This design comes from an exercise in tuning for small area on the open sky130 flow, not from production work.
In this exercise RTL edits were held to simulation tests only and were not proved equivalent to the original.
Power and IR drop assume default switching activity.

==> inputs of job 242 <==
// rms_current_meter
module rms_current_meter #(
    parameter int ADC_WIDTH = rcm_pkg::ADC_WIDTH_DEFAULT
) (
    input  logic                             clk,
    input  logic                             rst_n,
    input  logic [rcm_pkg::IN_DATA_W-1:0]    s_axis_tdata,
    input  logic                             s_axis_tvalid,
    output logic                             s_axis_tready,
    output logic [rcm_pkg::RESULT_W-1:0]     m_axis_tdata,
    output logic                             m_axis_tvalid,
    input  logic                             m_axis_tready,
    input  logic                             cfg_we,
    input  logic [rcm_pkg::CFG_ADDR_W-1:0]   cfg_addr,
    input  logic [rcm_pkg::CFG_DATA_W-1:0]   cfg_data
);
==> flow/config.mk <==
export PLATFORM = sky130hd
export DESIGN_NAME = rms_current_meter
export DESIGN_NICKNAME = rms_current_meter
export VERILOG_FILES = /design/flow/design.v
export SDC_FILE = /design/flow/constraint.sdc
export NUM_CORES = 4
export LEC_CHECK = 0
export ABC_AREA = 1
export CAP_MARGIN = 20
export CORE_MARGIN = 2
export CORE_UTILIZATION = 65
export SLEW_MARGIN = 20
==> flow/constraint.sdc <==
create_clock -name core_clock -period 11.0 [get_ports {clk}]
set_input_delay 2.2000 -clock core_clock [delete_from_list [all_inputs] [get_ports {clk}]]
set_output_delay 2.2000 -clock core_clock [all_outputs]
set_load 0.01 [all_outputs]
standard.sh (not shown) runs the stock make flow with config.mk's settings and CLKGATE_MAP_FILE= SYNTH_SCRIPT=/design/flow/synth_recipe.tcl, a recipe that flattens the netlist after the stock synthesis.
==> flow/flow/run.sh <==
#!/bin/bash
# The standard layout (bash standard.sh: the standard flow's synthesis script and the ORFS flow) with
# these changes passed to ORFS through its environment:
#  - synthesis maps logic with flow/abc_area.script (a deeper area-oriented ABC script);
#    ORFS's scripts are copied to scripts_area/ and only abc_area.script is replaced, so
#    every other step, and the flip-flop mapping, are the standard ones;
#  - no adder cells are pre-mapped (ADDER_MAP_FILE empty), so ABC maps all logic;
#  - ports are buffered with the smallest buffer, sky130_fd_sc_hd__buf_1;
#  - clock tree synthesis uses clkbuf_4 in clusters of at most 8 sinks, no dummy loads.
# Everything make prints goes to standard_make.log; ORFS keeps each step's log in orfs/logs.
set -euo pipefail
rm -rf scripts_area
cp -r "$FLOW_HOME/scripts" scripts_area
cp flow/abc_area.script scripts_area/abc_area.script
export SCRIPTS_DIR="$PWD/scripts_area"
export ADDER_MAP_FILE=
export BUFFER_PORTS_ARGS="-buffer_cell sky130_fd_sc_hd__buf_1"
export CTS_ARGS="-sink_clustering_enable -sink_clustering_size 8 -sink_clustering_max_diameter 60 -repair_clock_nets -dont_use_dummy_load -buf_list sky130_fd_sc_hd__clkbuf_4"
bash standard.sh > standard_make.log 2>&1
==> flow/flow/abc_area.script <==
strash
&get -n
&deepsyn -T 60
&dch -f
&nf -R 1000
&put
strash
&get -n
&deepsyn -T 30
&dch -f
&nf -R 1000
&put
topo
==> job 9392 (differences from job 242) <==
--- a/flow/design.v
+++ b/flow/design.v
@@ -82,18 +82,22 @@
     logic [3:0] t;
     logic [5:0] k, k_n;
     logic       ofs_init, ofs_init_n;
     logic       acc_clr, acc_clr_n;
     logic       out_valid, out_valid_n;
-    logic       div_tail, sq_tail0, sq_tail1, sq_rd, sq_wr, cm_tail0, cm_tail1;
+    logic       div_tail, div_tail_n;
+    logic       sq_tail0, sq_tail0_n, sq_tail1;
+    logic       sq_rd, sq_rd_n;
+    logic       sq_wr, sq_wr_n;
+    logic       cm_tail0, cm_tail0_n, cm_tail1;
     logic [23:0] cal_reg;
     logic [11:0] win_reg;
     logic        cal_def, win_def;
     logic       s_neg, s_neg_n;           
     logic [1:0] mcur, mcur_n;             
     logic [1:0] mnext, mnext_n;           
-    logic       minit;                    
+    logic       minit, minit_n;           
     logic       rsign, rsign_n;           
     logic       sq_q, sq_q_n;             
     logic [2:0] r5, r5_n;                 
     logic       xcar, ybor, cyc;
     logic [3:0] mp;                       
@@ -155,11 +159,10 @@
     logic m_upd, m_updm, m_mul, m_mulw, m_acc, m_divw, m_div, m_sqw, m_sq, m_y, m_q5, m_fix;
     logic [2:0] mc;      
     logic [2:0] sc;      
     logic [3:0] tau;
     logic [2:0] fc;
-    logic [2:0] tm8m2, tm8p3;
     logic [3:0] xa, xb, ya, yb;
     logic       xc, yc;
     logic [4:0] xs, ys;
     logic [3:0] drow, orw;
     logic [3:0] rr, am, bm, mrow, mpe, m16, m32, pin, a1, a2, s1, cy, csh;
@@ -175,22 +178,11 @@
     logic [5:0] qq;
     logic       br;
     always_comb
     begin
         tau    = k[3:0];
-        tm8m2  = {tm8[2] ^ !tm8[1], !tm8[1], tm8[0]};
-        tm8p3  = {tm8[2] ^ (tm8[1] | tm8[0]), !(tm8[1] ^ tm8[0]), !tm8[0]};
-        div_tail = (t == 4'd0) && (state == S_DIV) && (k != 6'd0);
-        sq_tail0 = (t == 4'd0) && (((state == S_SQRT) && (k != 6'd0)) || ((state == S_CMUL) && (k == 6'd0)));
-        sq_tail1 = (t == 4'd1) && (((state == S_SQRT) && (k != 6'd0)) || ((state == S_CMUL) && (k == 6'd0)));
-        cm_tail0 = (t == 4'd0) && (((state == S_CMUL) && (k != 6'd0)) || (state == S_WQ5));
-        cm_tail1 = (t == 4'd1) && (((state == S_CMUL) && (k != 6'd0)) || (state == S_WQ5));
-        sq_rd    = (state != S_SQRT) || (k >= 6'd22);
-        sq_wr    = (state != S_SQRT) || (k >= 6'd21);
-        minit    = ((state == S_MUL) && (k == 6'd0))
-                || ((state == S_CMUL) && (((t >= 4'd10) && (k == 6'd0)) || ((t <= 4'd1) && (k == 6'd1))));
-        fc     = {!k[2], k[1:0]};
+        fc     = k[2:0] - 3'd4;
         m_upd  = (state == S_UPDP) || (state == S_UPDM);
         m_updm = (state == S_UPDM);
         m_mulw = (state == S_CMUL) && (t >= 4'd10);
         m_mul  = (state == S_MUL) || m_mulw || cm_tail0 || cm_tail1;
         m_acc  = (state == S_ACC);
@@ -206,25 +198,25 @@
         else if (cm_tail0)
             mc = 3'd6;
         else if (cm_tail1)
             mc = 3'd7;
         else
-            mc = tm8m2;
+            mc = tm8 - 3'd2;
         if (sq_tail0)
             sc = 3'd6;
         else if (sq_tail1)
             sc = 3'd7;
         else
-            sc = tm8m2;
+            sc = tm8 - 3'd2;
         orw = orow(ofs_init, tm8, o[0]);
         rr  = rrow(tm8, x);
         am  = s_neg ? o[0] : rr;
         bm  = s_neg ? rr : o[0];
         if (m_upd)
         begin
-            ya = rrow(tm8p3, x);
-            yb = orow(ofs_init, tm8p3, o[3]);
+            ya = rrow(tm8 + 3'd3, x);
+            yb = orow(ofs_init, tm8 + 3'd3, o[3]);
             yc = (state == S_UPDP && tm8 == 3'd5) ? 1'b0 : ybor;
         end
         else
         begin
             ya = am;
@@ -295,14 +287,14 @@
             4'd11:   begin qm = 4'h0;     q0 = 4'h0;     qn = 4'h0;    end
             default: begin qm = p[1];     q0 = p[2];     qn = p[3];    end
         endcase
         qr = {qn[0], q0[3:1]};
         case (r5)
-            3'b110:  krow = 4'h3;
-            3'b100:  krow = 4'h6;
-            3'b011:  krow = 4'h9;
-            3'b001:  krow = 4'hc;
+            3'b110:  krow = (fc == 3'd0) ? 4'hd : 4'hc;
+            3'b100:  krow = (fc == 3'd0) ? 4'ha : 4'h9;
+            3'b011:  krow = (fc == 3'd0) ? 4'h7 : 4'h6;
+            3'b001:  krow = (fc == 3'd0) ? 4'h4 : 4'h3;
             default: krow = 4'h0;
         endcase
         xa = ({4{m_updm}} & orw)
            | ({4{m_mul}}  & s1)
            | ({4{m_acc}}  & av)
@@ -314,11 +306,11 @@
            | ({4{m_mul}}  & csh)
            | ({4{m_acc}}  & ad)
            | ({4{m_div}}  & dbin)
            | ({4{m_sq}}   & (sv ^ {4{ssub}}))
            | ({4{m_y}}    & qm)
-           | ({4{m_fix}}  & krow);
+           | ({4{m_fix}}  & ~krow);
         if (m_updm)
             xc = (tm8 == 3'd0) ? 1'b0 : xcar;
         else if (m_mul)
             xc = (mc == 3'd0) ? 1'b0 : xcar;
         else if (m_acc)
@@ -328,11 +320,11 @@
         else if (m_sq)
             xc = (sc == 3'd0) ? ssub : xcar;
         else if (m_y)
             xc = (tau == 4'd0) ? 1'b0 : xcar;
         else
-            xc = (fc == 3'd0) ? 1'b0 : xcar;
+            xc = (fc == 3'd0) ? 1'b1 : xcar;
         xs = add4(xa, xb, xc);
         sumn[0] = s1n[0] ^ cshn[0] ^ xs[4];
         cn1     = (s1n[0] & cshn[0]) | (s1n[0] & xs[4]) | (cshn[0] & xs[4]);
         sumn[1] = s1n[1] ^ cshn[1] ^ cn1;
         n_new = {xs[3:0], a[15], a[14]};
@@ -352,13 +344,19 @@
         state_n     = state;
         k_n         = k;
         ofs_init_n  = ofs_init;
         acc_clr_n   = acc_clr;
         out_valid_n = out_valid;
+        div_tail_n  = 1'b0;
+        sq_tail0_n  = 1'b0;
+        sq_rd_n     = sq_rd;
+        sq_wr_n     = sq_wr;
+        cm_tail0_n  = 1'b0;
         s_neg_n     = s_neg;
         mcur_n      = mcur;
         mnext_n     = mnext;
+        minit_n     = minit;
         rsign_n     = rsign;
         sq_q_n      = sq_q;
         r5_n        = r5;
         o_in  = o[0];
         p_in  = p[0];
@@ -377,10 +375,11 @@
         if (state == S_UPDM && tm8 == 3'd7)
         begin
             ofs_init_n = 1'b0;
             state_n    = S_MUL;
             k_n        = '0;
+            minit_n    = 1'b1;
             mcur_n     = 2'b00;
         end
         if (m_mul)
             p_in = {sumn, xs[3:2]};
         if (state == S_MUL)
@@ -390,10 +389,11 @@
             if (tm8 == 3'd0 && k >= 6'd11)
                 d8_en = 1'b1;
             if (tm8 == 3'd7)
             begin
                 mcur_n  = mnext;
+                minit_n = 1'b0;
                 k_n     = k + 6'd1;
                 if (k == 6'd14)
                 begin
                     s_axis_tready = 1'b1;
                     state_n       = (t == 4'd15) ? S_ACC : S_WACC;
@@ -405,15 +405,17 @@
         if (state == S_CMUL)
         begin
             if (t == 4'd9)
             begin
                 mcur_n  = calx[{k[3:0], 1'b0} +: 2] & {2{!cal_def}};
+                minit_n = (k == 6'd0);
             end
             if (t == 4'd10 && k >= 6'd9)
                 d8_en = 1'b1;
             if (t == 4'd15)
             begin
+                cm_tail0_n = 1'b1;
                 k_n        = k + 6'd1;
                 if (k == 6'd12)
                 begin
                     state_n = S_WQ5;
                     k_n     = '0;
@@ -438,10 +440,12 @@
         end
         if (div_tail)
             rsign_n = xs[1];
         if (m_div)
             p_in = xs[3:0];
+        if (m_divw && t == 4'd15)
+            div_tail_n = 1'b1;
         if (state == S_DIV)
         begin
             if (t <= 4'd12)
                 a_in = {a[0][2:0], (t == 4'd0) ? qbit : sh2[1]};
             if ((k == 6'd0 && t <= 4'd7) || k == 6'd52)
@@ -471,10 +475,13 @@
             else if (sc != 3'd6 || sq_wr)
                 a_in = root;
         end
         if (state == S_SQRT && t == 4'd15)
         begin
+            sq_tail0_n = 1'b1;
+            sq_rd_n    = (k >= 6'd21);
+            sq_wr_n    = (k >= 6'd20);
             k_n        = k + 6'd1;
             if (k == 6'd28)
             begin
                 state_n = S_CMUL;
                 k_n     = '0;
@@ -565,13 +572,21 @@
             a[i] <= a[i + 1];
         a[15] <= a_in;
         if (d8_en)
             d8 <= {xs[1:0], d8[7:2]};
         k        <= k_n;
+        div_tail <= div_tail_n;
+        sq_tail0 <= sq_tail0_n;
+        sq_tail1 <= sq_tail0;
+        sq_rd    <= sq_rd_n;
+        sq_wr    <= sq_wr_n;
+        cm_tail0 <= cm_tail0_n;
+        cm_tail1 <= cm_tail0;
         s_neg <= s_neg_n;
         mcur  <= mcur_n;
         mnext <= mnext_n;
+        minit <= minit_n;
         rsign <= rsign_n;
         sq_q  <= sq_q_n;
         r5    <= r5_n;
         xcar  <= xs[4];
         cyc   <= cy[3];
==> flow/flow/run.sh (replaced) <==
#!/bin/bash
# The standard layout (bash standard.sh: the standard flow's synthesis script and the ORFS flow) with
# three changes passed to ORFS through its environment:
#  - synthesis maps logic with flow/abc_area.script (a deeper area-oriented ABC script);
#    ORFS's scripts are copied to scripts_area/ and only abc_area.script is replaced, so
#    every other step, and the flip-flop mapping, are the standard ones;
#  - ports are buffered with the smallest buffer, sky130_fd_sc_hd__buf_1;
#  - clock tree synthesis uses clkbuf_4 in clusters of at most 8 sinks, no dummy loads.
# Everything make prints goes to standard_make.log; ORFS keeps each step's log in orfs/logs.
set -euo pipefail
rm -rf scripts_area
cp -r "$FLOW_HOME/scripts" scripts_area
cp flow/abc_area.script scripts_area/abc_area.script
export SCRIPTS_DIR="$PWD/scripts_area"
export BUFFER_PORTS_ARGS="-buffer_cell sky130_fd_sc_hd__buf_1"
export CTS_ARGS="-sink_clustering_enable -sink_clustering_size 8 -sink_clustering_max_diameter 60 -repair_clock_nets -dont_use_dummy_load -buf_list sky130_fd_sc_hd__clkbuf_4"
bash standard.sh > standard_make.log 2>&1
==> flow/flow/abc_area.script (replaced) <==
strash
&get -n
&deepsyn -T 90
&dch -f
&nf -R 1000
&put
topo
CORE_UTILIZATION = 60   (was 65)
==> notes <==
- Clock skew: job 9392 is lower than job 242 (0.013 ns).
- Of job 9392 and job 242, job 242 has the higher utilization (gap 6.4 points).
- Of job 242 and job 9392, job 242 has the higher synthesized cell count (gap 2.2%, measured against job 9392).
- First-iteration DRC count: job 242 is higher than job 9392 (4.2%).
- Of job 242 and job 9392, job 9392 has the higher power (gap about 13%, measured against job 9392).
- Of job 9392 and job 242, job 242 has the higher wire length (gap 3.1%, measured against job 242).
- In job 9392 the die area is higher than in job 242, by 12%.
- Cell count is about the same in job 9392 and job 242.
==> figures <==
item	job 9392	job 242
Status	no timing/DRC/antenna violations	no timing/DRC/antenna violations
Area growth syn-to-layout	8.570%	8.485%
Met3 WL post-DR	2132 um	2607 um
Worst Path Arrival	8.41 ns	7.97 ns
Finished Core Util	66.53%	72.89%
Share of the final layout cell area in multi-input gates	34.56%	35.12%
Via count of the first global-routing pass	6821	7101
Placed Instances	1044	1048
Combinational cell power	80.9 uW	17.3 uW
Detail Placement HPWL	17800 um	18440 um
Share of Yosys cell area claimed by the top area cell type	30.57%	30.33%
Global-route met1 utilization	40.98%	44.92%
Sequential cell area fraction in the yosys report	60.58%	60.77%
Share of total power in the clock network	27.6%	30.4%
Critical Path Max Stage Delay	0.79 ns	0.80 ns
Die Y-Extent	125.8 um	118.9 um
Global routing usage on met3	4.673%	6.801%
Post-route worst setup slack	3.034 ns	3.667 ns

## re-timing with driven ports
How much do the figures lean on ideal ports? The routed layouts below were timed once more, with nothing changed but the port constraints.
Step 1 sets driving cells, clkbuf_16 on the clock port and buf_2 on the other inputs (assumed; they add their load-dependent delay and slew).
Step 2 also shifts input and output timing later by t, the mid clock arrival at the registers, as if the neighbouring blocks saw the same clock.
Slacks: ideal / step 1 / step 2; pairs: ideal / step 1.
run | t (ns) | setup slack, ns | hold WS [ns] | cell pins on the clock port's net
job 242 | 0.710 | 3.667 / 3.667 / 3.215 | 0.313 / 0.313 / 0.313 | 1
job 9392 | 0.621 | 3.034 / 3.034 / 2.588 | 0.325 / 0.325 / 0.325 | 1
After both steps setup and hold are still met in every run listed. For job 242, which loses most, drivers alone change the setup slack by 0.000 ns; drivers and shift together by -0.452 ns.
